This design comes from an exercise in tuning for small area, a short achievable clock period and few clock cycles per item on the open sky130 flow, not from production work.
Only simulation tests tie the RTL to the original design; equivalence was not proved.
Power is estimated from default activity; no workload was simulated.

<file path="config.mk">
export PLATFORM = sky130hd
export DESIGN_NAME = cpu_register_file_move
export DESIGN_NICKNAME = cpu_register_file_move
export VERILOG_FILES = /design/flow/design.v
export SDC_FILE = /design/flow/constraint.sdc
export NUM_CORES = 4
export LEC_CHECK = 0
export CAP_MARGIN = 20
export CORE_MARGIN = 2
export CORE_UTILIZATION = 70
export CTS_CLUSTER_DIAMETER = 80
export CTS_CLUSTER_SIZE = 30
export PLACE_DENSITY = 0.8
export SETUP_SLACK_MARGIN = 2.85
export SLEW_MARGIN = 20
</file>
<file path="constraint.sdc">
create_clock -name core_clock -period 5.0 [get_ports {clk}]
set_input_delay 1.0000 -clock core_clock [delete_from_list [all_inputs] [get_ports {clk}]]
set_output_delay 1.0000 -clock core_clock [all_outputs]
set_load 0.01 [all_outputs]
</file>
<file path="design.v">
package crfm_pkg;
  localparam int DATA_W      = 32;
  localparam int SR_W        = 16;
  localparam int REG_AW      = 4;
  localparam int REG_CNT     = 16;
  localparam int IN_TDATA_W  = 88;
  localparam int OUT_TDATA_W = 104;
  localparam logic [1:0] KIND_READ  = 2'd0;
  localparam logic [1:0] KIND_WRITE = 2'd1;
  localparam logic [1:0] KIND_MOVE  = 2'd2;
  localparam logic [1:0] MODE_IND = 2'd2;
  localparam logic [1:0] SIZE_BYTE = 2'd0;
  localparam logic [1:0] SIZE_WORD = 2'd1;
  localparam logic [1:0] SIZE_LONG = 2'd2;
  localparam logic [1:0] ERR_NONE       = 2'd0;
  localparam logic [1:0] ERR_MEM2MEM    = 2'd1;
  localparam logic [1:0] ERR_BYTE_MOVEA = 2'd2;
  localparam logic [4:0] SEL_PC    = 5'd0;
  localparam logic [4:0] SEL_SR    = 5'd1;
  localparam logic [4:0] SEL_USP   = 5'd2;
  localparam logic [4:0] SEL_SSP   = 5'd3;
  localparam logic [4:0] SEL_DATA0 = 5'd4;
  localparam logic [4:0] SEL_LAST  = 5'd19;
  localparam logic [SR_W-1:0] SR_RESET     = 16'h2000;
  localparam logic [SR_W-1:0] SR_FLAG_MASK = 16'h000f;
  localparam int              FLAG_N_BIT   = 3;
  localparam int              FLAG_Z_BIT   = 2;
  localparam logic [DATA_W-1:0] MASK_BYTE = 32'h0000_00ff;
  localparam logic [DATA_W-1:0] MASK_WORD = 32'h0000_ffff;
  localparam logic [DATA_W-1:0] MASK_LONG = 32'hffff_ffff;
  localparam logic [DATA_W-1:0] SIGN_BYTE = 32'h0000_0080;
  localparam logic [DATA_W-1:0] SIGN_WORD = 32'h0000_8000;
  localparam logic [DATA_W-1:0] SIGN_LONG = 32'h8000_0000;
  localparam logic [DATA_W-1:0] WORD_EXT  = 32'hffff_0000;
  typedef struct packed {
    logic [1:0]        kind;
    logic [4:0]        reg_select;
    logic [DATA_W-1:0] write_value;
    logic [3:0]        dest_reg;
    logic [1:0]        dest_mode;
    logic [3:0]        source_reg;
    logic [1:0]        source_mode;
    logic [1:0]        op_size;
    logic [DATA_W-1:0] mem_read_data;
  } item_t;
  typedef struct packed {
    logic [DATA_W-1:0] read_value;
    logic [DATA_W-1:0] mem_addr;
    logic              mem_read_used;
    logic              mem_write_valid;
    logic [DATA_W-1:0] mem_write_data;
    logic [1:0]        mem_write_size;
    logic [1:0]        error_code;
  } result_t;
  typedef struct packed {
    logic              ram_we;
    logic [REG_AW-1:0] ram_waddr;
    logic [DATA_W-1:0] ram_wdata;
    logic              pc_we;
    logic              usp_we;
    logic              sr_we;
    logic [SR_W-1:0]   sr_val;
  } wb_t;
  function automatic logic [REG_AW-1:0] sel_to_idx(input logic [4:0] sel);
    logic [4:0] diff;
    diff = sel - SEL_DATA0;
    sel_to_idx = diff[REG_AW-1:0];
  endfunction
endpackage
module cpu_register_file_move (
  input  logic                                clk,
  input  logic                                rst_n,
  input  logic                                in_tvalid,
  output logic                                in_tready,
  input  logic [1:0]                          in_tuser,
  input  logic [crfm_pkg::IN_TDATA_W-1:0]     in_tdata,
  output logic                                out_tvalid,
  input  logic                                out_tready,
  output logic [crfm_pkg::OUT_TDATA_W-1:0]    out_tdata
);
  logic [1:0]  kind;
  logic [4:0]  sel;
  logic [31:0] wval;
  logic [3:0]  dreg;
  logic [3:0]  sreg;
  logic        sind, dind;
  logic [1:0]  osz;
  logic [31:0] mdata;
  assign kind  = in_tuser;
  assign sel   = in_tdata[4:0];
  assign wval  = in_tdata[36:5];
  assign dreg  = in_tdata[40:37];
  assign dind  = (in_tdata[42:41] == crfm_pkg::MODE_IND);
  assign sreg  = in_tdata[46:43];
  assign sind  = (in_tdata[48:47] == crfm_pkg::MODE_IND);
  assign osz   = in_tdata[50:49];
  assign mdata = in_tdata[82:51];
  logic        k_read, k_write, k_move;
  logic        sel_file, sel_pc, sel_sr, sel_usp;
  logic [3:0]  sel_idx;
  logic        m_err1, m_err2, m_ok, m_movea;
  logic        szb, szw;
  logic [3:0]  n_aaddr;      
  logic [3:0]  n_baddr;      
  logic [3:0]  n_waddr;      
  logic        n_fwe;        
  logic        n_fl1;        
  logic        n_fl2;        
  logic        n_sext;       
  logic        n_usemem;     
  logic [31:0] n_data;       
  logic        n_pcw, n_uspw, n_srw, n_flagw;
  logic        n_rpc, n_rsr, n_rusp, n_rfile;
  logic        n_szb, n_szw;
  logic        n_maen;       
  logic [2:0]  n_xl;         
  logic        n_read;
  logic        n_mwen;
  logic        n_rused;
  logic [1:0]  n_err;
  logic [1:0]  n_wsize;
  always_comb begin
    k_read   = (kind == crfm_pkg::KIND_READ);
    k_write  = (kind == crfm_pkg::KIND_WRITE);
    k_move   = (kind == crfm_pkg::KIND_MOVE);
    sel_pc   = (sel == crfm_pkg::SEL_PC);
    sel_sr   = (sel == crfm_pkg::SEL_SR);
    sel_usp  = (sel == crfm_pkg::SEL_USP);
    sel_file = (sel >= crfm_pkg::SEL_SSP) && (sel <= crfm_pkg::SEL_LAST);
    sel_idx  = crfm_pkg::sel_to_idx(sel);
    szb      = (osz == crfm_pkg::SIZE_BYTE);
    szw      = (osz == crfm_pkg::SIZE_WORD);
    m_movea  = !dind && dreg[3];
    m_err1   = sind && dind;
    m_err2   = !m_err1 && m_movea && szb;
    m_ok     = k_move && !m_err1 && !m_err2;
    n_aaddr  = k_move ? sreg : sel_idx;
    n_baddr  = sind ? sreg : dreg;
    n_waddr  = k_move ? dreg : sel_idx;
    n_fwe    = (k_write && sel_file) || (m_ok && !dind);
    n_fl1    = k_write || m_movea || !szb;
    n_fl2    = k_write || m_movea || !(szb || szw);
    n_sext   = k_move && m_movea && szw;
    n_usemem = k_write || sind;
    n_data   = k_write ? wval : mdata;
    n_pcw    = k_write && sel_pc;
    n_uspw   = k_write && sel_usp;
    n_srw    = k_write && sel_sr;
    n_flagw  = m_ok && !m_movea;
    n_rpc    = k_read && sel_pc;
    n_rsr    = k_read && sel_sr;
    n_rusp   = k_read && sel_usp;
    n_rfile  = k_read && sel_file;
    n_szb    = szb;
    n_szw    = szw;
    n_maen   = m_ok && (sind || dind);
    n_mwen   = m_ok && dind;
    n_xl     = {k_write || !(szb || szw), k_write || !szb, 1'b1};
    n_read   = k_read;
    n_rused  = m_ok && sind;
    n_err    = !k_move ? crfm_pkg::ERR_NONE :
               m_err1  ? crfm_pkg::ERR_MEM2MEM :
               m_err2  ? crfm_pkg::ERR_BYTE_MOVEA : crfm_pkg::ERR_NONE;
    n_wsize  = n_mwen ? (szb ? crfm_pkg::SIZE_BYTE : szw ? crfm_pkg::SIZE_WORD
                                                         : crfm_pkg::SIZE_LONG) : 2'd0;
  end
  logic d_v, e_v, d_move, accept, rst_r;
  assign d_move    = d_v && (!e_v || out_tready);
  assign in_tready = out_tready;
  assign accept    = in_tvalid && in_tready;
  always_ff @(posedge clk) begin
    rst_r <= !rst_n;
    if (!rst_n) begin
      d_v  <= 1'b0;
      e_v  <= 1'b0;
    end else begin
      d_v  <= accept || (d_v && !d_move);
      e_v  <= d_move || (e_v && !out_tready);
    end
  end
  logic [15:0] d_asel, d_bsel;    
  logic        d_hita, d_hitb;    
  logic [3:0]  d_waddr;
  logic        d_fwe, d_fl1, d_fl2, d_sext, d_usemem;
  logic [31:0] d_data;
  logic        d_pcw, d_uspw, d_srw, d_flagw;
  logic        d_rpc, d_rsr, d_rusp, d_rfile;
  logic        d_szb, d_szw, d_maen, d_mwen, d_rused;
  logic [2:0]  d_xl;
  logic        d_read;
  logic [1:0]  d_err, d_wsize;
  always_ff @(posedge clk) begin
    if (accept) begin
      d_asel   <= 16'd1 << n_aaddr;
      d_hita   <= d_fwe && (d_waddr == n_aaddr);
      d_hitb   <= d_fwe && (d_waddr == n_baddr);
      d_bsel   <= 16'd1 << n_baddr;
      d_waddr  <= n_waddr;
      d_fwe    <= n_fwe;
      d_fl1    <= n_fl1;
      d_fl2    <= n_fl2;
      d_sext   <= n_sext;
      d_usemem <= n_usemem;
      d_data   <= n_data;
      d_pcw    <= n_pcw;
      d_uspw   <= n_uspw;
      d_srw    <= n_srw;
      d_flagw  <= n_flagw;
      d_rpc    <= n_rpc;
      d_rsr    <= n_rsr;
      d_rusp   <= n_rusp;
      d_rfile  <= n_rfile;
      d_szb    <= n_szb;
      d_szw    <= n_szw;
      d_maen   <= n_maen;
      d_mwen   <= n_mwen;
      d_xl     <= n_xl;
      d_read   <= n_read;
      d_rused  <= n_rused;
      d_err    <= n_err;
      d_wsize  <= n_wsize;
    end
  end
  logic [31:0] regs [16];
  logic [31:0] pc_r, usp_r;
  logic [15:0] sr_r;
  logic [3:0]  e_waddr;
  logic        e_fwe, e_fl1, e_fl2;
  logic        e_pcw, e_uspw, e_srw, e_flagw;
  logic        e_szb, e_szw, e_mwen, e_rused;
  logic [1:0]  e_err, e_wsize;
  logic [31:0] e_src;        
  logic [31:0] e_rv;         
  logic [31:0] e_mwd;        
  logic [31:0] e_ma;         
  logic [31:0] wbus, wd;
  logic [15:0] sr_flags;
  logic        flag_n, flag_z;
  always_comb begin
    wbus        = e_src;
    wd          = rst_r ? '0 : wbus;
    flag_n      = e_szb ? e_src[7] : e_szw ? e_src[15] : e_src[31];
    flag_z      = (e_src == 32'd0);
    sr_flags    = {sr_r[15:4], flag_n, flag_z, 2'b00};
  end
  logic [31:0] rda, rdb, opa, opb, msrc;
  logic        hita, hitb;
  logic        fa0, fa1, fa2, fb0, fb1, fb2;
  logic [31:0] pc_f, usp_f;
  logic [15:0] sr_f;
  always_comb begin
    rda  = '0;
    rdb  = '0;
    for (int i = 0; i < 16; i++) begin
      rda = rda | ({32{d_asel[i]}} & regs[i]);
      rdb = rdb | ({32{d_bsel[i]}} & regs[i]);
    end
    hita = e_v && d_hita;
    hitb = e_v && d_hitb;
    fa0  = hita;
    fa1  = hita && e_fl1;
    fa2  = hita && e_fl2;
    fb0  = hitb;
    fb1  = hitb && e_fl1;
    fb2  = hitb && e_fl2;
    opa  = {fa2 ? wbus[31:16] : rda[31:16], fa1 ? wbus[15:8] : rda[15:8], fa0 ? wbus[7:0] : rda[7:0]};
    msrc = d_usemem ? d_data : opa;
    opb  = {fb2 ? wbus[31:16] : rdb[31:16], fb1 ? wbus[15:8] : rdb[15:8], fb0 ? wbus[7:0] : rdb[7:0]};
    pc_f  = (e_v && e_pcw)  ? e_src : pc_r;
    usp_f = (e_v && e_uspw) ? e_src : usp_r;
    sr_f  = (e_v && e_srw)   ? e_src[15:0] :
            (e_v && e_flagw) ? sr_flags : sr_r;
  end
  always_ff @(posedge clk) begin
    if (d_move) begin
      e_waddr <= d_waddr;
      e_fwe   <= d_fwe;
      e_fl1   <= d_fl1;
      e_fl2   <= d_fl2;
      e_pcw   <= d_pcw;
      e_uspw  <= d_uspw;
      e_srw   <= d_srw;
      e_flagw <= d_flagw;
      e_szb   <= d_szb;
      e_szw   <= d_szw;
      e_mwen  <= d_mwen;
      e_rused <= d_rused;
      e_err   <= d_err;
      e_wsize <= d_wsize;
      e_rv    <= ({32{d_rpc}}   & pc_f) |
                 ({32{d_rsr}}   & {16'd0, sr_f}) |
                 ({32{d_rusp}}  & usp_f) |
                 ({32{d_rfile}} & opa);
      e_src   <= ({{16{d_xl[2]}}, {8{d_xl[1]}}, {8{d_xl[0]}}} & msrc) |
                 {{16{d_sext && msrc[15]}}, 16'd0};
      e_mwd   <= {{16{d_mwen && d_xl[2]}}, {8{d_mwen && d_xl[1]}}, {8{d_mwen}}} & opa;
      e_ma    <= {32{d_maen}} & opb;
    end
  end
  logic we0, we1, we2;
  assign we0 = e_v && e_fwe;
  assign we1 = we0 && e_fl1;
  assign we2 = we0 && e_fl2;
  always_ff @(posedge clk) begin
    for (int i = 0; i < 16; i++) begin
      if (rst_r || (we0 && e_waddr == 4'(i))) regs[i][7:0]   <= wd[7:0];
      if (rst_r || (we1 && e_waddr == 4'(i))) regs[i][15:8]  <= wd[15:8];
      if (rst_r || (we2 && e_waddr == 4'(i))) regs[i][31:16] <= wd[31:16];
    end
    if (rst_r || (e_v && e_pcw))              pc_r  <= wd;
    if (rst_r || (e_v && e_uspw))             usp_r <= wd;
    if (rst_r || (e_v && (e_srw || e_flagw))) sr_r  <= rst_r ? crfm_pkg::SR_RESET :
                                                       e_srw ? e_src[15:0] : sr_flags;
  end
  assign out_tvalid = e_v;
  assign out_tdata  = {2'b00, e_err, e_wsize, e_mwd, e_mwen, e_rused, e_ma, e_rv};
endmodule
</file>
<file path="flow/run.sh">
#!/bin/bash
# Standard ORFS layout, with the port buffers made of plain buf_2 cells and
# cell resizing allowed to change footprints, so port buffers and other
# cells can be sized for speed. make's full output goes to its own log in
# this folder.
set -euo pipefail
bash standard.sh MATCH_CELL_FOOTPRINT=0 "BUFFER_PORTS_ARGS=-buffer_cell sky130_fd_sc_hd__buf_2" finish > make_finish.log 2>&1
</file>
<file path="standard.sh">
#!/bin/bash
# synth_recipe.tcl (not shown) runs the flow's synth.tcl, then flattens the netlist and writes it again
# the make line also repeats each setting of config.mk as NAME=value (left out here)
make -C /OpenROAD-flow-scripts/flow DESIGN_CONFIG=/design/flow/config.mk WORK_HOME=/design/flow/orfs CLKGATE_MAP_FILE= SYNTH_SCRIPT=/design/flow/synth_recipe.tcl "${@:-finish}"
</file>
==> results of run 1 <==
-- critical path, delay by kind of cell, from the launching register on --
family / cells / cell delay [ns]
AOI/OAI and AO/OA: 2 / 1.17
DFF: 1 / 0.55
and+or+nand+nor: 2 / 0.74
-- cell usage after synthesis, drive strengths merged (9+ instances only) --
master  number
edfxtp     833
a22oi      188
a22o       175
a221oi     170
nand2      148
clkbuf     122
nor2       102
o21ai       83
mux2        75
buf         55
nor2b       46
nor3        44
and2        38
a21o        34
nand2b      30
and3        27
nand4       25
and4        24
a222oi      22
nand3       22
a41oi       16
o211ai      16
a21oi       15
o21bai      15
nor4        13
inv          9
-- state kept, by name, summed over array words and instances, names as in the netlist, 2 cells and up --
register / cells
e_err: 2
d_waddr: 4
e_mwd: 32
d_data: 32
d_xl: 2
e_src: 32
regs: 512
e_ma: 32
e_rv: 32
d_wsize: 2
e_wsize: 2
sr_r: 16
d_asel: 16
e_waddr: 4
usp_r: 32
pc_r: 32
d_bsel: 16
d_err: 2
-- power by group --
| part | switching (W) | internal, W | total (W) | leakage [nW] |
|---|---|---|---|---|
| Clock | 0.00223 | 0.00147 | 0.00371 | 0.536 |
| Sequential | 0.000271 | 0.00814 | 0.00841 | 8.20 |
| Combinational | 0.00111 | 0.000598 | 0.00171 | 5.95 |
-- stage by stage --
step / instance area (µm²) / instances / hold slack, ns / power, W / util
6_report: 40980 / 3359 / 0.4218 / 0.01383 / 0.8135
5_1_grt: 40980 / 3359 / 0.4440 / 0.01403 / 0.8135
4_1_cts: 39780 / 3314 / 0.4303 / 0.01348 / 0.7897
3_5_place_dp: 37560 / 3191 / 0.4061 / 0.009892 / 0.7457
3_3_place_gp: 37520 / 3189 / 0.4028 / 0.009829 / 0.7449
2_1_floorplan: 35950 / 2432 / 0.4003 / 0.009271 / -
-- metal layers --
metal	up-vias	part of all wire	wire length, µm	track usage
met5	-	0.0017	215	0.01195
met4	6	0.091	11540	0.3198
met3	811	0.18	22670	0.1766
met2	3150	0.43	54220	0.6541
met1	12990	0.30	38780	0.5699
li1	10470	-	-	-
-- logic make-up after synthesis --
group | synth area share
simple gates | 0.07665
mux | 0.02576
fa+ha+maj | 0.0003485
buf+inv | 0.02238
flops | 0.6985
xor+xnor | 0.002196
compound gates | 0.1740
other cells | 0.0001045
-- how the worst max path moves through the flow --
stage | from | slack, ns | depth (start not counted) | end
after floorplan | out_tready | 1.37 | 2 | e_err[0]
after global placement | e_v | 1.93 | 4 | usp_r[10]
after detailed placement | e_v | 1.90 | 4 | usp_r[8]
after CTS | d_asel[2] | 2.72 | 7 | e_src[18]
after global routing | d_hitb | 2.46 | 4 | e_ma[14]
final | d_hitb | 2.21 | 4 | e_ma[14]
-- layout make-up --
class                      count  area [µm²]  share of cell area
antenna                        1       2.502          0.00006106
clock buffer                  40       937.1             0.02287
multi-input combinational   1413       10990              0.2681
clock inverter                15       175.2            0.004274
sequential                   836       25080              0.6120
tap                          672       840.8             0.02052
timing repair buffer         373        2924             0.07135
inverter                       9       33.78           0.0008243
-- timing repair --
item | CTS | global route
gates cloned | 6 | 9
setup buffers | 62 | 35
pin swaps | 17 | 67
resized for setup | 149 | 147
endpoints found under the hold margin | 0 | 0
setup endpoints to repair | 887 | 461
hold buffers | 0 | 0
==> impl_metrics.env, run 1 <==
export IMPL_synth_edf_count=833
export IMPL_dp_hpwl_um=69940
export IMPL_clockRootBuffer="clkbuf_16"
export IMPL_globalRouteOverflowTotal=0
export IMPL_synth_seq_area_share=0.6985
export IMPL_timing_max_transition_violations_final=0
export IMPL_holdPathEnd="e_srw"
export IMPL_finalClockSkew_ns=0.03849
export IMPL_reg2reg_from="d_hitb"
export IMPL_finalNetCount=2765
export IMPL_grt_pass1_wl_um=171100
export IMPL_htreeDepth=2
export IMPL_worstPathCellList="and2_4 -> nand2_2 -> o21ai_0 -> a41oi_1"
export IMPL_r2r_setup_slack_ns=2.21
export IMPL_worst_slew_pin_slew_ns=1.171
export IMPL_final_common_cell="edfxtp_1"
export IMPL_netlist_area_leader_share=0.6969
export IMPL_status="timing/DRC/antenna clean"
export IMPL_hp_class="register to register"
export IMPL_syn_avg_cell_area_um2=14.77
export IMPL_synth_cells=2431
export IMPL_final_cell_mix="edfxtp_1 (833), buf_2 (189), a22oi_1 (184), a22o_1 (175), nand2_1 (144)"
export IMPL_reg2reg_to="e_ma[14]"
export IMPL_synth_warnings=2
export IMPL_gp_congestion=0.9852
export IMPL_setup_viol=0
export IMPL_ant_nets=0
export IMPL_timing_slew_headroom=0.2111
export IMPL_ys_flop_type="edfxtp_1"
export IMPL_die_y_um=230.4
export IMPL_cp_arrival_ns=3.09
export IMPL_grt_pass1_vias=25870
export IMPL_rsz0062_at_grt="yes"
export IMPL_synth_seq_cells=836
export IMPL_crit_type="register to register"
export IMPL_drc=0
export IMPL_wire_per_inst_um=37.93
export IMPL_final_layout_size_suffix_gt1_frac=0.2565
export IMPL_dieWidth_um=230.4
export IMPL_routed_via_density=8.164
export IMPL_routed_wl_um=127400
export IMPL_syn_to_final_growth_pct=14.17
export IMPL_finalHoldViolCount=0
export IMPL_ios=200
export IMPL_finalWorstSetupSlack_ns=2.214
export IMPL_max_cap_viol_count=0
export IMPL_syn_area_mm2=0.03589
export IMPL_die_area_mm2=0.05310
export IMPL_yosys_top_cells_area="edfxtp_1 (70%), a22o_1 (4.3%), a221oi_1 (4.1%)"
export IMPL_grt_max_degree=128
export IMPL_track_usage=0.4550
export IMPL_clock_sinks=836
export IMPL_synthArstFlopShare=0
export IMPL_antenna_found_initial=5
export IMPL_row_count=82
export IMPL_start_util=0.7125
export IMPL_crit_slowest_cell="o21ai_0"
export IMPL_setup_tns_ns=0
export IMPL_whs_path_depth=0
export IMPL_endpoint_kind="register"
export IMPL_fin_crit_ns=2.786
export IMPL_ir_drop_uv=342.5
export IMPL_max_freq_mhz=359.0
export IMPL_firstDrtPassIters=14
export IMPL_first_iter_violations=6670
export IMPL_nFillCells=2634
export IMPL_critPathMaxFanout=14
export IMPL_worstPathRequired_ns=5.31
export IMPL_critPathMaxStageDelay_ns=1.04
export IMPL_power_density_mw_per_mm2=337.5
export IMPL_port_buffer_count=192
export IMPL_via_count=27420
export IMPL_synth_cell_types=66
export IMPL_core_area_mm2=0.05038
export IMPL_start_kind="register"
export IMPL_p_leak_nw=14.68
export IMPL_hp_start="d_srw"
export IMPL_yosysTopAreaCell="edfxtp_1"
export IMPL_cts_buffer_depth=3
export IMPL_period_share=0.5572
export IMPL_path_clk_slew_ns=0.11
export IMPL_post_place_ws_ns=1.897
export IMPL_cts_tree="built"
export IMPL_rr_worst_depth=4
export IMPL_clock_latency_ns=0.64
export IMPL_cts_buffers=37
Testbench counts, summed over its fixed seeds: cycles 16,016, items 16,000.
==> run 2: changes to the inputs <==
--- a/config.mk
+++ b/config.mk
@@ -12,4 +12,4 @@
 export CTS_CLUSTER_SIZE = 30
 export PLACE_DENSITY = 0.8
-export SETUP_SLACK_MARGIN = 2.85
+export SETUP_SLACK_MARGIN = 2.7
 export SLEW_MARGIN = 20
==> run 2 against run 1 <==
  * Largest power group unchanged
  * First-iteration DRC count shrank 3.0%
  * Combinational power shrank 8%
  * Clock skew shrank 0.012 ns
  * Maximum frequency grew 16%
  * Hold slack is essentially flat
  * Core utilization shrank 2.6 points
  * Clock-buffer cell count shrank 2
  * Design area shrank 3.2%
  * Cell count shrank 1.4%
==> impl_metrics.env, run 2 <==
export IMPL_status="timing/DRC/antenna clean"
export IMPL_hp_class="register to register"
export IMPL_reg2reg_from="d_hitb"
export IMPL_synth_cell_types=66
export IMPL_syn_area_mm2=0.03589
export IMPL_max_freq_mhz=418.1
export IMPL_globalRouteOverflowTotal=0
export IMPL_netlist_area_leader_share=0.6969
export IMPL_synth_seq_cells=836
export IMPL_start_util=0.7125
export IMPL_final_cell_mix="edfxtp_1 (833), buf_2 (192), a22oi_1 (183), a22o_1 (175), a221oi_1 (167)"
export IMPL_htreeDepth=2
export IMPL_crit_type="register to register"
export IMPL_gp_congestion=0.9913
export IMPL_dp_hpwl_um=69690
export IMPL_track_usage=0.4453
export IMPL_cts_buffer_depth=3
export IMPL_path_clk_slew_ns=0.11
export IMPL_finalHoldViolCount=0
export IMPL_ir_drop_uv=404.5
export IMPL_fin_crit_ns=2.392
export IMPL_ant_nets=0
export IMPL_rsz0062_at_grt="yes"
export IMPL_via_count=26670
export IMPL_grt_most_used_layer="met2"
export IMPL_swShare=0.2557
export IMPL_clock_sinks=836
export IMPL_cts_hold_buf=0
export IMPL_port_buffer_count=192
export IMPL_ys_top_cells_by_count="edfxtp_1 (833), a22oi_1 (187), a22o_1 (175)"
export IMPL_worstPathRequired_ns=5.35
export IMPL_final_layout_size_suffix_gt1_frac=0.2088
export IMPL_synthArstFlopShare=0
export IMPL_endpoint_kind="register"
export IMPL_syn_avg_cell_area_um2=14.77
export IMPL_start_kind="register"
export IMPL_clockRootBuffer="clkbuf_16"
export IMPL_cts_tree="built"
export IMPL_cts_buffers=37
export IMPL_dieWidth_um=230.4
export IMPL_die_area_mm2=0.05310
export IMPL_timing_max_transition_violations_final=0
export IMPL_yosys_top_cells_area="edfxtp_1 (70%), a22o_1 (4.3%), a221oi_1 (4.1%)"
export IMPL_wire_per_inst_um=36.66
export IMPL_grt_pass1_wl_um=168300
export IMPL_antenna_found_initial=3
export IMPL_final_cells=3313
export IMPL_synth_edf_count=833
export IMPL_synth_cells=2431
export IMPL_setup_tns_ns=0
export IMPL_multi_input_area_mm2=0.01037
export IMPL_ios=200
export IMPL_grt_max_degree=75
export IMPL_routed_via_density=8.051
export IMPL_finalNetCount=2719
export IMPL_crit_path_start="d_hitb"
export IMPL_setup_worst_path_end="e_ma[25]"
export IMPL_clkPwrFrac=0.269
export IMPL_seq_area_mm2=0.02508
export IMPL_largest_reg_flops=512
export IMPL_regMostFlops="regs"
export IMPL_grt_pass1_vias=25480
export IMPL_power_density_mw_per_mm2=343.4
export IMPL_period_share=0.4783
export IMPL_power_frac_comb=0.115
export IMPL_first_iter_violations=6471
export IMPL_worst_slew_pin_slew_ns=1.213
export IMPL_use_met3=0.1493
export IMPL_whs_ns=0.4217
export IMPL_synth_most_common_cell="edfxtp_1"
export IMPL_finalClockSkew_ns=0.02674
export IMPL_intPower_w=0.01014
export IMPL_row_count=82
export IMPL_finalWorstSetupSlack_ns=2.608
export IMPL_p_sw_w=0.003483
export IMPL_critPathMaxFanout=26
export IMPL_met2_usage=0.6450
export IMPL_clock_latency_ns=0.62
export IMPL_p_leak_nw=14.16
export IMPL_yosysTopAreaCell="edfxtp_1"
export IMPL_synth_warnings=2
export IMPL_place_inst=3196
export IMPL_syn_to_final_growth_pct=10.49
export IMPL_ys_flop_type="edfxtp_1"
export IMPL_post_place_ws_ns=1.880
export IMPL_nFillCells=2819
export IMPL_max_cap_viol_count=0
export IMPL_grt_util_met1=0.5735
export IMPL_synth_seq_area_share=0.6985
export IMPL_p_total_w=0.01362
export IMPL_timing_slew_headroom=0.1897
export IMPL_setup_viol=0
export IMPL_drc=0
export IMPL_die_y_um=230.4
export IMPL_power_frac_seq=0.616
export IMPL_routed_wl_um=121500
export IMPL_firstDrtPassIters=10
export IMPL_cp_arrival_ns=2.74
export IMPL_reg2reg_to="e_ma[25]"
export IMPL_r2r_setup_slack_ns=2.61
export IMPL_core_area_mm2=0.05038
export IMPL_final_common_cell="edfxtp_1"
export IMPL_rr_worst_depth=5
run 2: cell types whose count changed in the layout (fill, tap and decap cells not counted), sizes merged:
cell,previous run,this run
nor2b,46,47
inv,17,16
clkinv,4,7
and2,39,38
buf,364,324
clkinvlp,2,1
clkbuf,49,41
diode,1,2
run 2: power by group through the flow:
stage               registers, W  clock network [W]  logic [W]
finish                   0.00840            0.00366    0.00157
detailed placement       0.00857                  0    0.00132
global route             0.00842            0.00382    0.00159
global placement         0.00856                  0    0.00127
CTS                      0.00837            0.00361    0.00142
floorplan                0.00845                  0   0.000821
run 2: logic make-up after synthesis:
logic type	after synthesis	share of synthesized area
DFF	836	0.6985
other	1	0.0001045
AOI/OAI and AO/OA	779	0.1740
muxes	83	0.02576
buffers and inverters	186	0.02238
adders and majority gates	1	0.0003485
and+or+nand+nor	536	0.07665
xor gates and xnor gates	9	0.002196
run 2: worst min-delay path by stage:
stage          depth (start not counted)  startpoint        to  slack (ns)
3_5_place_dp                           0    d_err[1]  e_err[1]        0.41
5_1_grt                                0    d_err[1]  e_err[1]        0.44
6_report                               0      d_uspw    e_uspw        0.42
3_3_place_gp                           0       d_szb     e_szb        0.40
2_1_floorplan                          0    d_err[0]  e_err[0]        0.40
4_1_cts                                0    d_err[1]  e_err[1]        0.44
run 2: layout make-up:
type                    instances  area share
diodes                          2   0.0001262
clock buffers                  38     0.02344
clock inverters                16    0.004417
inverters                       9   0.0008518
multi-input cells            1413      0.2615
flip-flops and latches        836      0.6324
well taps                     672     0.02120
repair buffers                327     0.05606
run 2: metrics by stage:
stage / area, µm² / utilization
after detailed placement: 37580 / 0.7461
after global routing: 39660 / 0.7873
after floorplan: 35930 / -
after CTS: 39240 / 0.7790
final: 39660 / 0.7873
after global placement: 37550 / 0.7453
run 2: worst max-delay path, cell delays in order, from the launching register on:
cell and delay (ns):
edfxtp_1 0.57, and2_2 0.49, nand2_1 0.14, buf_4 0.27
o21ai_1 0.49, nor2_1 0.15
run 2: routing by layer:
| metal | vias up | part of all wire |
|---|---|---|
| li1 | 10370 | - |
| met1 | 12530 | 0.31 |
| met2 | 3027 | 0.43 |
| met3 | 734 | 0.18 |
| met4 | 4 | 0.088 |
| met5 | - | 0.0014 |
run 2: timing repair:
item	CTS	global route
cloned	1	5
pin swaps	7	13
setup buffers	42	12
setup endpoints to repair	666	129
gates resized for setup	56	51
==> run 3: changes to the inputs <==
--- a/design.v
+++ b/design.v
@@ -180,5 +180,5 @@
   end
   logic [15:0] d_asel, d_bsel;    
-  logic        d_hita, d_hitb;    
+  logic        d_fa0, d_fa1, d_fa2, d_fb0, d_fb1, d_fb2;
   logic [3:0]  d_waddr;
   logic        d_fwe, d_fl1, d_fl2, d_sext, d_usemem;
@@ -191,11 +191,21 @@
   logic [1:0]  d_err, d_wsize;
   always_ff @(posedge clk) begin
+    if (!rst_n) begin
+      d_fwe <= 1'b0;
+    end else if (accept) begin
+      d_fwe <= n_fwe;
+    end
+  end
+  always_ff @(posedge clk) begin
     if (accept) begin
       d_asel   <= 16'd1 << n_aaddr;
-      d_hita   <= d_fwe && (d_waddr == n_aaddr);
-      d_hitb   <= d_fwe && (d_waddr == n_baddr);
+      d_fa0    <= d_fwe && (d_waddr == n_aaddr);
+      d_fa1    <= d_fwe && (d_waddr == n_aaddr) && d_fl1;
+      d_fa2    <= d_fwe && (d_waddr == n_aaddr) && d_fl2;
+      d_fb0    <= d_fwe && (d_waddr == n_baddr);
+      d_fb1    <= d_fwe && (d_waddr == n_baddr) && d_fl1;
+      d_fb2    <= d_fwe && (d_waddr == n_baddr) && d_fl2;
       d_bsel   <= 16'd1 << n_baddr;
       d_waddr  <= n_waddr;
-      d_fwe    <= n_fwe;
       d_fl1    <= n_fl1;
       d_fl2    <= n_fl2;
@@ -245,5 +255,4 @@
   end
   logic [31:0] rda, rdb, opa, opb, msrc;
-  logic        hita, hitb;
   logic        fa0, fa1, fa2, fb0, fb1, fb2;
   logic [31:0] pc_f, usp_f;
@@ -256,12 +265,10 @@
       rdb = rdb | ({32{d_bsel[i]}} & regs[i]);
     end
-    hita = e_v && d_hita;
-    hitb = e_v && d_hitb;
-    fa0  = hita;
-    fa1  = hita && e_fl1;
-    fa2  = hita && e_fl2;
-    fb0  = hitb;
-    fb1  = hitb && e_fl1;
-    fb2  = hitb && e_fl2;
+    fa0  = d_fa0;
+    fa1  = d_fa1;
+    fa2  = d_fa2;
+    fb0  = d_fb0;
+    fb1  = d_fb1;
+    fb2  = d_fb2;
     opa  = {fa2 ? wbus[31:16] : rda[31:16], fa1 ? wbus[15:8] : rda[15:8], fa0 ? wbus[7:0] : rda[7:0]};
     msrc = d_usemem ? d_data : opa;
--- a/config.mk
+++ b/config.mk
@@ -8,8 +8,7 @@
 export CAP_MARGIN = 20
 export CORE_MARGIN = 2
-export CORE_UTILIZATION = 70
+export CORE_UTILIZATION = 50
 export CTS_CLUSTER_DIAMETER = 80
 export CTS_CLUSTER_SIZE = 30
-export PLACE_DENSITY = 0.8
 export SETUP_SLACK_MARGIN = 2.7
 export SLEW_MARGIN = 20
==> run 3 against run 2 <==
  * Design area grew 1.0%
  * Synthesized area fell by 0.95%
  * Sequential power about the same
  * Sequential share of layout area decreased by 0.36 points
  * Clock-buffer cell count rose by 7
  * Power up 0.76%
  * Clock skew increased by 0.0030 ns
  * Cell count grew 9.5%
  * Combinational power hardly changed
  * Core utilization shrank 22 points
  * Largest cell class unchanged
  * Highest routed layer unchanged
==> impl_metrics.env, run 3 <==
export IMPL_ant_nets=0
export IMPL_path_clk_slew_ns=0.11
export IMPL_ios=200
export IMPL_rsz0062_at_grt="yes"
export IMPL_grt_max_degree=127
export IMPL_via_count=25890
export IMPL_fin_crit_ns=2.344
export IMPL_final_layout_size_suffix_gt1_frac=0.1813
export IMPL_port_buffer_count=192
export IMPL_track_usage=0.3374
export IMPL_timing_slew_headroom=0.2459
export IMPL_synth_seq_area_share=0.7084
export IMPL_finalHoldViolCount=0
export IMPL_cts_hold_buf=0
export IMPL_start_util=0.5059
export IMPL_clockRootBuffer="clkbuf_16"
export IMPL_cts_buffer_depth=3
export IMPL_largest_reg_flops=512
export IMPL_syn_to_final_growth_pct=12.69
export IMPL_synth_most_common_cell="edfxtp_1"
export IMPL_setup_viol=0
export IMPL_clock_latency_ns=0.62
export IMPL_first_iter_violations=5428
export IMPL_synth_cells=2457
export IMPL_syn_avg_cell_area_um2=14.47
export IMPL_synth_warnings=2
export IMPL_max_freq_mhz=426.7
export IMPL_htreeDepth=2
export IMPL_globalRouteOverflowTotal=0
export IMPL_clock_sinks=840
export IMPL_final_cell_mix="edfxtp_1 (836), a22oi_1 (322), buf_2 (192), nand2_1 (174), nor2_1 (113)"
export IMPL_place_inst=3512
export IMPL_status="timing/DRC/antenna clean"
export IMPL_dieWidth_um=270.7
export IMPL_start_kind="register"
export IMPL_firstDrtPassIters=8
export IMPL_die_y_um=270.7
export IMPL_timing_max_transition_violations_final=0
export IMPL_worst_slew_pin_slew_ns=1.129
export IMPL_cts_buffers=37
export IMPL_hp_class="register to register"
export IMPL_syn_area_mm2=0.03555
export IMPL_netlist_area_leader_share=0.7061
export IMPL_routed_via_density=7.137
export IMPL_synthArstFlopShare=0
export IMPL_worstPathRequired_ns=5.35
export IMPL_routed_wl_um=128200
export IMPL_ys_flop_type="edfxtp_1"
export IMPL_final_cells=3627
export IMPL_gp_congestion=0.9239
export IMPL_final_common_cell="edfxtp_1"
export IMPL_endpoint_kind="register"
export IMPL_drc=0
export IMPL_die_area_mm2=0.07325
export IMPL_cts_tree="built"
export IMPL_finalClockSkew_ns=0.02974
export IMPL_power_density_mw_per_mm2=342.5
export IMPL_max_cap_viol_count=0
export IMPL_grt_pass1_vias=24710
export IMPL_p_leak_nw=14.09
export IMPL_finalNetCount=2758
export IMPL_final_util=0.5701
export IMPL_grt_pass1_wl_um=175900
export IMPL_antenna_found_initial=2
export IMPL_core_area_mm2=0.07027
export IMPL_yosysTopAreaCell="edfxtp_1"
export IMPL_yosys_top_cells_area="edfxtp_1 (71%), a22oi_1 (6.8%), mux2_1 (2.3%)"
export IMPL_regMostFlops="regs"
export IMPL_cp_arrival_ns=2.69
export IMPL_period_share=0.4688
export IMPL_ir_drop_uv=266.1
export IMPL_row_count=97
export IMPL_critPathMaxFanout=32
export IMPL_setup_tns_ns=0
export IMPL_synth_seq_cells=840
export IMPL_dp_hpwl_um=72670
export IMPL_r2r_setup_slack_ns=2.66
export IMPL_crit_type="register to register"
export IMPL_ys_top_cells_by_count="edfxtp_1 (836), a22oi_1 (323), nand2_1 (174)"
export IMPL_synth_edf_count=836
export IMPL_synth_cell_types=58
export IMPL_wire_per_inst_um=35.35
==> run 3: worst max-delay path: stages, from the launching register on <==
cell       delay, ns
edfxtp_1        0.41
buf_8           0.26
a22o_1          0.25
a221oi_2        0.20
nand4_2         0.14
buf_6           0.17
o311ai_4        0.26
buf_12          0.16
clkbuf_16       0.15
o211ai_2        0.07
==> run 3: repair_timing <==
action	CTS	global route
pin swaps	5	13
gates resized for setup	87	44
buffers inserted	29	16
endpoints found under the hold margin	0	0
gates cloned	2	5
endpoints found under the setup margin	424	366
==> run 3: through the flow <==
stage                     hold WS (ns)  instance area [µm²]  worst slack (ns)  total power (W)
after floorplan                 0.4003                35570             1.369         0.009273
after global placement          0.4014                37720             1.703         0.009918
after detailed placement        0.4045                37750             1.608         0.009951
after CTS                       0.4312                39580             2.494          0.01360
after global routing            0.4390                40060             2.602          0.01404
final                           0.4292                40060             2.656          0.01372
==> run 3: worst paths after layout <==
kind	from	depth (start not counted)	end
worst max-delay path	d_asel[8]	9	e_src[26]
worst min-delay path	d_uspw	0	e_uspw
worst max register to register	d_asel[8]	9	e_src[26]
worst min register to register	d_uspw	0	e_uspw
==> run 3: cell type report <==
type                       instances  area [µm²]
fill                            5564       30210
sequential                       840       25190
multi-input combinational       1422       10020
timing repair buffer             334        2437
tap                              940        1176
clock buffer                      45       955.9
clock inverter                    17       175.2
inverter                          28       105.1
antenna                            1       2.502
==> run 3: kinds of logic (layout without fill, tap and decap cells) <==
kind of cell    after synthesis  after routing  synth area share
other cells                   1              3         0.0001055
buf+inv                     196            424           0.02277
fa+ha+maj                     1              1         0.0003519
simple gates                574            574           0.07700
flops                       840            840            0.7084
xor+xnor                      9              9          0.002217
mux                          85             85           0.02664
compound gates              751            751            0.1626
==> run 3: where the power goes <==
group,internal (W),total (W),leakage (nW),switching [W]
sequential,0.00817,0.00840,8.25,0.000228
clock,0.00149,0.00373,0.546,0.00224
combinational,0.000504,0.00159,5.29,0.00109
==> run 3: layer usage <==
metal	vias to the layer above	part of all wire	GRT usage
li1	10380	-	-
met1	12750	0.35	0.4540
met5	-	0.00010	0.002632
met3	472	0.14	0.07420
met4	2	0.060	0.1764
met2	2281	0.45	0.5167
Testbench counts of run 3, summed over its fixed seeds: cycles 16,016, items 16,000.
==> run 4: changes to the inputs <==
--- a/config.mk
+++ b/config.mk
@@ -8,5 +8,5 @@
 export CAP_MARGIN = 20
 export CORE_MARGIN = 2
-export CORE_UTILIZATION = 50
+export CORE_UTILIZATION = 40
 export CTS_CLUSTER_DIAMETER = 80
 export CTS_CLUSTER_SIZE = 30
==> run 4 against run 3 <==
  * Die area increased by 25%
  * Wire length increased by 0.19%
  * Critical path type unchanged
  * Largest cell class unchanged
  * Clock skew decreased by 0.0092 ns
  * Register-to-register slack about the same
  * Cell count increased by 5.6%
  * Hold slack improved by 0.0047 ns
  * Design area increased by 0.40%
  * Sequential power about the same
==> impl_metrics.env, run 4 <==
export IMPL_finalClockSkew_ns=0.02055
export IMPL_clock_latency_ns=0.61
export IMPL_clockRootBuffer="clkbuf_16"
export IMPL_ir_drop_uv=261.2
export IMPL_regMostFlops="regs"
export IMPL_firstDrtPassIters=13
export IMPL_synth_edf_count=836
export IMPL_synth_most_common_cell="edfxtp_1"
export IMPL_netlist_area_leader_share=0.7061
export IMPL_timing_max_transition_violations_final=0
export IMPL_max_cap_viol_count=0
export IMPL_synth_cell_types=58
export IMPL_p_leak_nw=13.98
export IMPL_ios=200
export IMPL_yosysTopAreaCell="edfxtp_1"
export IMPL_first_iter_violations=5286
export IMPL_critPathMaxStageDelay_ns=0.41
export IMPL_hp_class="register to register"
export IMPL_syn_to_final_growth_pct=13.14
export IMPL_synth_warnings=2
export IMPL_via_count=25830
export IMPL_final_layout_size_suffix_gt1_frac=0.1760
export IMPL_cp_arrival_ns=2.67
export IMPL_routed_via_density=6.745
export IMPL_port_buffer_count=192
export IMPL_max_freq_mhz=425.1
export IMPL_yosys_top_cells_area="edfxtp_1 (71%), a22oi_1 (6.8%), mux2_1 (2.3%)"
export IMPL_period_share=0.4704
export IMPL_synthArstFlopShare=0
export IMPL_core_area_mm2=0.08824
export IMPL_power_density_mw_per_mm2=340.9
export IMPL_endpoint_kind="register"
export IMPL_dieWidth_um=302.1
export IMPL_worstPathRequired_ns=5.32
export IMPL_grt_max_degree=87
export IMPL_status="timing/DRC/antenna clean"
export IMPL_grt_pass1_vias=24960
export IMPL_wire_per_inst_um=33.54
export IMPL_fin_crit_ns=2.352
export IMPL_nFillCells=7665
export IMPL_ant_nets=0
export IMPL_critPathMaxFanout=32
export IMPL_path_clk_slew_ns=0.11
export IMPL_worstPathCellList="buf_8 -> a22o_1 -> a221oi_2 -> nand4_2 -> o311ai_4 -> buf_12 -> buf_12 -> o211ai_1"
export IMPL_cp_top_family="compound AO/OA/AOI/OAI gates"
export IMPL_grt_pass1_wl_um=176700
export IMPL_syn_avg_cell_area_um2=14.47
export IMPL_setup_viol=0
export IMPL_synth_seq_area_share=0.7084
export IMPL_setup_tns_ns=0
export IMPL_antenna_cells=0
export IMPL_cts_buffers=36
export IMPL_timing_critical_path_mode_cell="buf_12"
export IMPL_dp_hpwl_um=72460
export IMPL_die_area_mm2=0.09128
export IMPL_cts_tree="built"
export IMPL_die_y_um=302.1
export IMPL_cts_hold_buf=0
export IMPL_post_place_ws_ns=1.721
export IMPL_worst_path_buf_inv=3
export IMPL_crit_slowest_cell="edfxtp_1"
export IMPL_htreeDepth=2
export IMPL_synth_cells=2457
export IMPL_cp_depth=8
export IMPL_globalRouteOverflowTotal=0
export IMPL_finalNetCount=2740
export IMPL_clock_sinks=840
export IMPL_finalHoldViolCount=0
export IMPL_finalWorstSetupSlack_ns=2.648
export IMPL_routed_wl_um=128400
export IMPL_timing_slew_headroom=0.2577
export IMPL_largest_reg_flops=512
export IMPL_rsz0062_at_grt="yes"
export IMPL_gp_congestion=0.9177
export IMPL_rr_worst_depth=8
export IMPL_synth_seq_cells=840
export IMPL_start_kind="register"
export IMPL_row_count=109
export IMPL_start_util=0.4029
export IMPL_worst_slew_pin_slew_ns=1.111
export IMPL_ys_top_cells_by_count="edfxtp_1 (836), a22oi_1 (323), nand2_1 (174)"
export IMPL_cts_buffer_depth=3
export IMPL_final_common_cell="edfxtp_1"
export IMPL_final_cell_mix="edfxtp_1 (836), a22oi_1 (322), buf_2 (192), nand2_1 (173), nor2_1 (111)"
export IMPL_syn_area_mm2=0.03555
export IMPL_whs_path_depth=0
export IMPL_track_usage=0.2712
export IMPL_antenna_found_initial=2
export IMPL_crit_type="register to register"
export IMPL_ys_flop_type="edfxtp_1"
export IMPL_drc=0
-- run 4: path summary, 6_finish.rpt --
kind	startpoint	end	slack, ns
max reg2reg	d_asel[8]	e_src[19]	2.65
min	d_wsize[1]	e_wsize[1]	0.43
max	d_asel[8]	e_src[19]	2.65
min reg2reg	d_wsize[1]	e_wsize[1]	0.43
-- run 4: logic make-up (layout without fill, tap and decap cells) --
group / count (synthesis) / count (layout) / share of synthesized area
AND/OR/NAND/NOR: 574 / 576 / 0.07700
AO/OA/AOI/OAI: 751 / 751 / 0.1626
XOR/XNOR: 9 / 9 / 0.002217
multiplexers: 85 / 85 / 0.02664
flip-flops: 840 / 840 / 0.7084
adder cells (fa/ha/maj): 1 / 1 / 0.0003519
buffers and inverters: 196 / 401 / 0.02277
other: 1 / 2 / 0.0001055
-- run 4: area by class of cell --
class / instances / area [µm²] / area share
flip-flops and latches: 840 / 25190 / 0.6263
multi-input cells: 1424 / 10060 / 0.2502
repair buffers: 315 / 2282 / 0.05674
well taps: 1165 / 1458 / 0.03624
clock buffers: 44 / 952.2 / 0.02367
clock inverters: 14 / 167.7 / 0.004168
inverters: 28 / 108.9 / 0.002706
-- run 4: through the flow --
stage               instance area [µm²]    util  cells  power [W]  hold slack (ns)
finish                            40220  0.4559   3830    0.01371           0.4338
global route                      40220  0.4559   3830    0.01403           0.4399
CTS                               39790  0.4510   3817    0.01359           0.4345
detailed placement                38020  0.4309   3734   0.009958           0.4081
global placement                  37990  0.4305   3733   0.009921           0.4033
floorplan                         35570       -   2458   0.009273           0.4003
-- run 4: report_power, final --
group	switching (W)	leakage [nW]	internal (W)
clock	0.00220	0.537	0.00151
sequential	0.000233	8.25	0.00817
combinational	0.00110	5.20	0.000496
total	0.00353	14.0	0.0102
-- run 4: repair_timing --
action / CTS / global route
pin swaps: 7 / 12
hold endpoints to repair: 0 / 0
cloned: 3 / 4
gates resized for setup: 79 / 64
endpoints found under the setup margin: 510 / 216
setup buffers: 22 / 9
-- run 4: metal layers --
metal | vias to the layer above | global-route usage | wire length (µm)
li1 | 10340 | - | -
met1 | 12730 | 0.3709 | 46410
met2 | 2329 | 0.4034 | 55860
met3 | 431 | 0.07685 | 19570
met4 | 4 | 0.1199 | 6568
met5 | - | 0 | 32
-- run 4: worst reg2reg max path: stages, from the launching register on --
cell and delay, ns:
edfxtp_1 0.41, buf_8 0.27, a22o_1 0.25, a221oi_2 0.19, nand4_2 0.22, o311ai_4 0.32
buf_12 0.17, buf_12 0.13, o211ai_1 0.11
==> run 5: changes to the inputs <==
--- a/config.mk
+++ b/config.mk
@@ -8,7 +8,7 @@
 export CAP_MARGIN = 20
 export CORE_MARGIN = 2
-export CORE_UTILIZATION = 40
-export CTS_CLUSTER_DIAMETER = 80
+export CORE_UTILIZATION = 50
+export CTS_CLUSTER_DIAMETER = 50
 export CTS_CLUSTER_SIZE = 30
-export SETUP_SLACK_MARGIN = 2.7
+export SETUP_SLACK_MARGIN = 2.65
 export SLEW_MARGIN = 20
==> run 5 against run 4 <==
  * Core utilization grew 14 points
  * Via count grew 0.93%
  * Clock skew grew 0.0072 ns
  * Largest power group unchanged
  * Global-route usage grew 7.1 points
  * Maximum frequency shrank 7.0%
==> impl_metrics.env, run 5 <==
export IMPL_clock_latency_ns=0.65
export IMPL_final_util=0.5928
export IMPL_ir_drop_uv=315.3
export IMPL_regMostFlops="regs"
export IMPL_cts_buffers=84
export IMPL_dp_hpwl_um=72670
export IMPL_synth_warnings=2
export IMPL_final_cells=3707
export IMPL_firstDrtPassIters=11
export IMPL_fin_crit_ns=2.528
export IMPL_largest_reg_flops=512
export IMPL_hp_start="d_pcw"
export IMPL_rr_worst_depth=3
export IMPL_hp_class="register to register"
export IMPL_synthArstFlopShare=0
export IMPL_cts_tree="built"
export IMPL_worst_slew_pin_slew_ns=1.103
export IMPL_cp_arrival_ns=2.89
export IMPL_finalClockSkew_ns=0.02771
export IMPL_worstPathRequired_ns=5.36
export IMPL_first_iter_violations=5444
export IMPL_synth_edf_count=836
export IMPL_drc=0
export IMPL_antenna_found_initial=2
export IMPL_grt_pass1_wl_um=178200
export IMPL_endpoint_kind="register"
export IMPL_grt_max_degree=127
export IMPL_max_cap_viol_count=0
export IMPL_reg2reg_to="e_ma[3]"
export IMPL_yosys_top_cells_area="edfxtp_1 (71%), a22oi_1 (6.8%), mux2_1 (2.3%)"
export IMPL_clock_sinks=840
export IMPL_syn_area_mm2=0.03555
export IMPL_track_usage=0.3418
export IMPL_synth_most_common_cell="edfxtp_1"
export IMPL_worstPathCellList="inv_1 -> o21ai_1 -> nor2_1"
export IMPL_wire_per_inst_um=34.52
export IMPL_cts_hold_buf=0
export IMPL_routed_wl_um=128000
export IMPL_die_area_mm2=0.07325
export IMPL_power_density_mw_per_mm2=401.0
export IMPL_seq_area_mm2=0.02519
export IMPL_start_util=0.5059
export IMPL_netlist_area_leader_share=0.7061
export IMPL_whs_path_depth=0
export IMPL_final_common_cell="edfxtp_1"
export IMPL_whs_ns=0.4185
export IMPL_row_count=97
export IMPL_ys_flop_type="edfxtp_1"
export IMPL_synth_cells=2457
export IMPL_syn_to_final_growth_pct=17.17
export IMPL_yosysTopAreaCell="edfxtp_1"
export IMPL_p_leak_nw=14.86
export IMPL_place_inst=3512
export IMPL_max_freq_mhz=395.5
export IMPL_nFillCells=5426
export IMPL_htreeDepth=3
export IMPL_reg2reg_from="d_fb0"
export IMPL_port_buffer_count=192
export IMPL_rsz0062_at_grt="yes"
export IMPL_finalNetCount=2795
export IMPL_ios=200
export IMPL_setup_viol=0
export IMPL_gp_congestion=0.9239
export IMPL_crit_type="register to register"
export IMPL_core_area_mm2=0.07027
export IMPL_timing_slew_headroom=0.2646
export IMPL_synth_seq_area_share=0.7084
export IMPL_multi_input_area_mm2=0.009981
export IMPL_dieWidth_um=270.7
export IMPL_status="timing/DRC/antenna clean"
export IMPL_antenna_cells=0
export IMPL_final_layout_size_suffix_gt1_frac=0.2056
export IMPL_die_y_um=270.7
export IMPL_setup_tns_ns=0
export IMPL_ant_nets=0
export IMPL_r2r_setup_slack_ns=2.47
export IMPL_worst_path_buf_inv=1
export IMPL_post_place_ws_ns=1.608
export IMPL_routed_via_density=7.034
export IMPL_cts_buffer_depth=3
export IMPL_period_share=0.5057
export IMPL_ys_top_cells_by_count="edfxtp_1 (836), a22oi_1 (323), nand2_1 (174)"
export IMPL_clockRootBuffer="clkbuf_16"
export IMPL_synth_seq_cells=840
export IMPL_path_clk_slew_ns=0.07
export IMPL_via_count=26070
export IMPL_holdPathEnd="e_pcw"
export IMPL_critPathMaxStageDelay_ns=1.08
export IMPL_syn_avg_cell_area_um2=14.47
export IMPL_timing_max_transition_violations_final=0
export IMPL_finalWorstSetupSlack_ns=2.472
export IMPL_finalHoldViolCount=0
export IMPL_final_cell_mix="edfxtp_1 (836), a22oi_1 (322), buf_2 (192), nand2_1 (174), nor2_1 (113)"
export IMPL_crit_path_start="d_fb0"
export IMPL_critPathMaxFanout=9
export IMPL_start_kind="register"
export IMPL_synth_cell_types=58
export IMPL_globalRouteOverflowTotal=0
export IMPL_cp_top_family="flip-flops"
export IMPL_grt_pass1_vias=25370
export IMPL_crit_slowest_cell="edfxtp_1"
## run 5: cell types whose count changed in the layout (fill, tap and decap cells not counted), moves of 4 or more
| cell | before | now |
|---|---|---|
| buf_12 | 16 | 12 |
| buf_4 | 80 | 98 |
| bufinv_16 | 2 | 9 |
| clkbuf_1 | 7 | 3 |
| clkbuf_16 | 42 | 90 |
| clkinv_2 | 0 | 7 |
| clkinv_4 | 1 | 8 |
| clkinv_8 | 2 | 6 |
| inv_6 | 2 | 9 |
| inv_8 | 2 | 12 |
| o22ai_1 | 3 | 7 |
| o22ai_4 | 4 | 0 |
## run 5: cell type report
class                      instances  area share
sequential                       840      0.6047
multi-input combinational       1422      0.2396
timing repair buffer             324     0.05379
clock buffer                      90     0.05253
tap                              940     0.02823
clock inverter                    63     0.01862
inverter                          28    0.002523
## run 5: worst max-delay path by stage
stage	end	slack [ns]	cells past startpoint
detailed placement	e_src[19]	1.61	5
global placement	e_src[18]	1.70	5
CTS	e_ma[6]	2.47	7
finish	e_ma[3]	2.47	3
global route	e_src[19]	2.55	9
floorplan	e_err[0]	1.37	2
## run 5: through the flow
stage | instance area, µm² | power (W)
after floorplan | 35570 | 0.009273
after global placement | 37720 | 0.009918
after detailed placement | 37750 | 0.009951
after CTS | 41270 | 0.01664
after global routing | 41660 | 0.01711
final | 41660 | 0.01671
## run 5: cell families after synthesis
family	share of synthesized area
DFF	0.7084
AOI/OAI and AO/OA	0.1626
and+or+nand+nor	0.07700
buffers and inverters	0.02277
muxes	0.02664
xor gates and xnor gates	0.002217
adders and majority gates	0.0003519
other	0.0001055
## run 5: power by group
group	switching (W)	internal, W	total (W)
clock	0.00297	0.00377	0.00674
sequential	0.000234	0.00818	0.00841
combinational	0.00107	0.000487	0.00155
total	0.00427	0.0124	0.0167
## run 5: repair_timing
action                                 CTS  global route
pin swaps                                7            15
gates resized for setup                 70            49
setup endpoints to repair              382           205
buffers inserted                        23            16
cloned                                   2             1
endpoints found under the hold margin    0             0
## run 5: layer usage
metal,global-route usage,up-vias,part of all wire
met5,0.002632,-,0.00017
met1,0.4506,12870,0.35
met2,0.5216,2188,0.45
li1,-,10530,-
met4,0.1854,4,0.060
met3,0.08716,489,0.14
==> run 6: changes to the inputs <==
--- a/config.mk
+++ b/config.mk
@@ -9,6 +9,6 @@
 export CORE_MARGIN = 2
 export CORE_UTILIZATION = 50
-export CTS_CLUSTER_DIAMETER = 50
-export CTS_CLUSTER_SIZE = 30
-export SETUP_SLACK_MARGIN = 2.65
+export CTS_CLUSTER_DIAMETER = 60
+export CTS_CLUSTER_SIZE = 40
+export SETUP_SLACK_MARGIN = 2.75
 export SLEW_MARGIN = 20
==> run 6 against run 5 <==
  * Combinational power up 9.7%
  * Clock-buffer cell count down 36
  * Synthesized cell count did not move
  * Sequential share of layout area is 0.054 points higher
  * Critical path depth up 5
  * Non-clock buffer count grew 38
  * Clock power shrank 25%
  * Core utilization down 0.059 points
  * Critical endpoint is now e_src[18]
  * Largest power group unchanged
  * Highest routed layer unchanged
==> impl_metrics.env, run 6 <==
export IMPL_grt_pass1_wl_um=177800
export IMPL_synth_cell_types=58
export IMPL_worstPathCellList="buf_12 -> a22o_1 -> a221oi_4 -> nand4_2 -> o311ai_4 -> buf_12 -> buf_12 -> o211ai_1"
export IMPL_final_common_cell="edfxtp_1"
export IMPL_synth_cells=2457
export IMPL_cts_buffer_depth=3
export IMPL_syn_area_mm2=0.03555
export IMPL_synth_warnings=2
export IMPL_die_area_mm2=0.07325
export IMPL_port_buffer_count=192
export IMPL_wl_met2_um=58890
export IMPL_clkPwrFrac=0.333
export IMPL_core_area_mm2=0.07027
export IMPL_rr_worst_depth=8
export IMPL_hp_class="register to register"
export IMPL_clock_sinks=840
export IMPL_synth_seq_area_share=0.7084
export IMPL_max_cap_viol_count=0
export IMPL_rsz0062_at_grt="yes"
export IMPL_p_leak_nw=14.77
export IMPL_ant_nets=0
export IMPL_highest_layer="met5"
export IMPL_path_clk_slew_ns=0.12
export IMPL_synth_edf_count=836
export IMPL_cts_buffers=50
export IMPL_ys_top_cells_by_count="edfxtp_1 (836), a22oi_1 (323), nand2_1 (174)"
export IMPL_dieWidth_um=270.7
export IMPL_crit_slowest_cell="edfxtp_1"
export IMPL_track_usage=0.3413
export IMPL_met1_length_um=45810
export IMPL_syn_avg_cell_area_um2=14.47
export IMPL_wire_per_inst_um=35.91
export IMPL_worstPathRequired_ns=5.37
export IMPL_worst_slew_pin_slew_ns=1.133
export IMPL_clockRootBuffer="clkbuf_16"
export IMPL_swShare=0.2785
export IMPL_intPower_w=0.01093
export IMPL_netlist_area_leader_share=0.7061
export IMPL_start_kind="register"
export IMPL_syn_to_final_growth_pct=17.06
export IMPL_yosysTopAreaCell="edfxtp_1"
export IMPL_finalNetCount=2800
export IMPL_crit_type="register to register"
export IMPL_p_sw_w=0.004219
export IMPL_via_count=26330
export IMPL_timing_critical_path_mode_cell="buf_12"
export IMPL_yosys_top_cells_area="edfxtp_1 (71%), a22oi_1 (6.8%), mux2_1 (2.3%)"
export IMPL_nFillCells=5390
export IMPL_power_density_mw_per_mm2=364.0
export IMPL_finalClockSkew_ns=0.04285
export IMPL_critPathMaxFanout=16
export IMPL_whs_path_depth=0
export IMPL_synthArstFlopShare=0
export IMPL_status="timing/DRC/antenna clean"
export IMPL_cp_arrival_ns=2.73
export IMPL_grt_pass1_vias=25110
export IMPL_firstDrtPassIters=10
export IMPL_endpoint_kind="register"
export IMPL_finalHoldViolCount=0
export IMPL_cts_tree="built"
export IMPL_setup_tns_ns=0
export IMPL_routed_wl_um=132500
export IMPL_htreeDepth=2
export IMPL_first_iter_violations=5429
export IMPL_fin_crit_ns=2.360
export IMPL_critPathMaxStageDelay_ns=0.45
export IMPL_period_share=0.4721
export IMPL_whs_ns=0.4243
export IMPL_start_util=0.5059
export IMPL_ios=200
export IMPL_cts_hold_buf=0
export IMPL_dp_hpwl_um=71600
export IMPL_row_count=97
export IMPL_globalRouteOverflowTotal=0
export IMPL_timing_max_transition_violations_final=0
export IMPL_setup_viol=0
export IMPL_final_layout_size_suffix_gt1_frac=0.2075
export IMPL_gp_congestion=0.9079
export IMPL_max_freq_mhz=423.7
export IMPL_largest_reg_flops=512
export IMPL_ys_flop_type="edfxtp_1"
export IMPL_drc=0
export IMPL_final_cell_mix="edfxtp_1 (836), a22oi_1 (320), buf_2 (188), nand2_1 (174), nor2_1 (114)"
export IMPL_antenna_found_initial=3
export IMPL_power_frac_seq=0.555
export IMPL_ir_drop_uv=404.3
export IMPL_synth_most_common_cell="edfxtp_1"
export IMPL_routed_via_density=7.135
export IMPL_synth_seq_cells=840
export IMPL_clock_latency_ns=0.67
export IMPL_die_y_um=270.7
export IMPL_power_frac_comb=0.112
export IMPL_regMostFlops="regs"
export IMPL_grt_max_degree=70
export IMPL_timing_slew_headroom=0.2431
export IMPL_wl_met3_um=19240
==> run 6: cell counts after synthesis <==
Identical to the previous run, type by type.
==> run 6: worst max-delay path, delay by kind of cell, from the launching register on <==
family | cells | cell delay, ns
AOI/OAI and AO/OA | 4 | 0.89
buffers and inverters | 3 | 0.50
DFF | 1 | 0.45
and+or+nand+nor | 1 | 0.22
==> run 6: power groups by stage <==
stage / Clock, W / Sequential (W) / Combinational, W
finish: 0.00505 / 0.00841 / 0.00170
global route: 0.00533 / 0.00843 / 0.00173
CTS: 0.00508 / 0.00839 / 0.00152
detailed placement: 0 / 0.00855 / 0.00139
global placement: 0 / 0.00854 / 0.00137
floorplan: 0 / 0.00847 / 0.000800
==> run 6: layout make-up <==
class	count	area, µm²	share of cell area
timing repair buffer	362	2974	0.07146
sequential	840	25190	0.6053
antenna	4	10.01	0.0002405
inverter	28	108.9	0.002616
tap	940	1176	0.02826
clock buffer	54	1330	0.03196
clock inverter	40	644.4	0.01548
multi-input combinational	1423	10180	0.2447
==> run 6: worst paths after layout <==
kind                   from   endpoint  slack [ns]
setup / recovery  d_asel[8]  e_src[18]        2.64
hold / removal      d_rused    e_rused        0.42
setup reg to reg  d_asel[8]  e_src[18]        2.64
hold reg to reg     d_rused    e_rused        0.42
==> run 6: layer usage <==
metal,vias up,GRT usage
li1,10510,-
met1,13000,0.4530
met2,2321,0.5090
met3,496,0.08822
met4,2,0.2022
met5,-,0
==> run 6: timing repair <==
action,4_1_cts,5_1_grt
buffers inserted,38,28
endpoints found under the setup margin,805,371
pin swaps,9,17
hold endpoints to repair,0,0
gates resized for setup,121,87
gates cloned,7,10
==> run 6: through the flow <==
stage | setup WS (ns) | util | instance area, µm² | std cells | power (W)
after floorplan | 1.369 | - | 35580 | 2458 | 0.009274
after global placement | 1.974 | 0.5367 | 37720 | 3510 | 0.009911
after detailed placement | 1.940 | 0.5369 | 37730 | 3510 | 0.009945
after CTS | 2.640 | 0.5798 | 40740 | 3649 | 0.01498
after global routing | 2.610 | 0.5921 | 41610 | 3687 | 0.01550
final | 2.640 | 0.5922 | 41620 | 3691 | 0.01515
==> run 6: logic make-up after synthesis <==
group	synth area share
other	0.0001055
AND/OR/NAND/NOR	0.07700
buffers and inverters	0.02277
multiplexers	0.02664
adder cells (fa/ha/maj)	0.0003519
AO/OA/AOI/OAI	0.1626
XOR/XNOR	0.002217
flip-flops	0.7084

## port drivers added, routing unchanged
Ports are ideal in the flow. The routed layouts listed here were re-timed in OpenROAD. Step 1: set_driving_cell puts a clkbuf_16 on clk and a buf_2 on each other input, an assumption about the parent block. Step 2 adds t to the input delays and takes it off the output delays; t is the mean of the earliest and latest rising clock arrival at the registers after step 1. Input paths then give back, and output paths get back, about the clock's delay inside the block. Slacks: no drivers / after step 1 / after step 2; pairs: no drivers / after step 1.
| run | t, ns | setup WS [ns] | worst setup path at the end | latest minus earliest clock arrival (ns) | cell pins on the clock port's net |
|---|---|---|---|---|---|
| run 1 | 0.690 | 2.214 / 2.214 / 2.214 | register to register | 0.041 / 0.040 | 1 |
| run 2 | 0.673 | 2.608 / 2.608 / 2.261 | input to register | 0.028 / 0.029 | 1 |
| run 3 | 0.676 | 2.656 / 2.656 / 2.307 | input to register | 0.030 / 0.031 | 1 |
| run 4 | 0.671 | 2.648 / 2.648 / 2.269 | input to register | 0.022 / 0.022 | 1 |
| run 5 | 0.710 | 2.472 / 2.472 / 2.291 | input to register | 0.027 / 0.028 | 1 |
| run 6 | 0.710 | 2.640 / 2.640 / 2.378 | input to register | 0.044 / 0.043 | 1 |
After both steps every run listed still meets setup and hold. The setup slack of run 4, which loses most, moves by 0.000 ns with the drivers and by -0.379 ns with both steps.
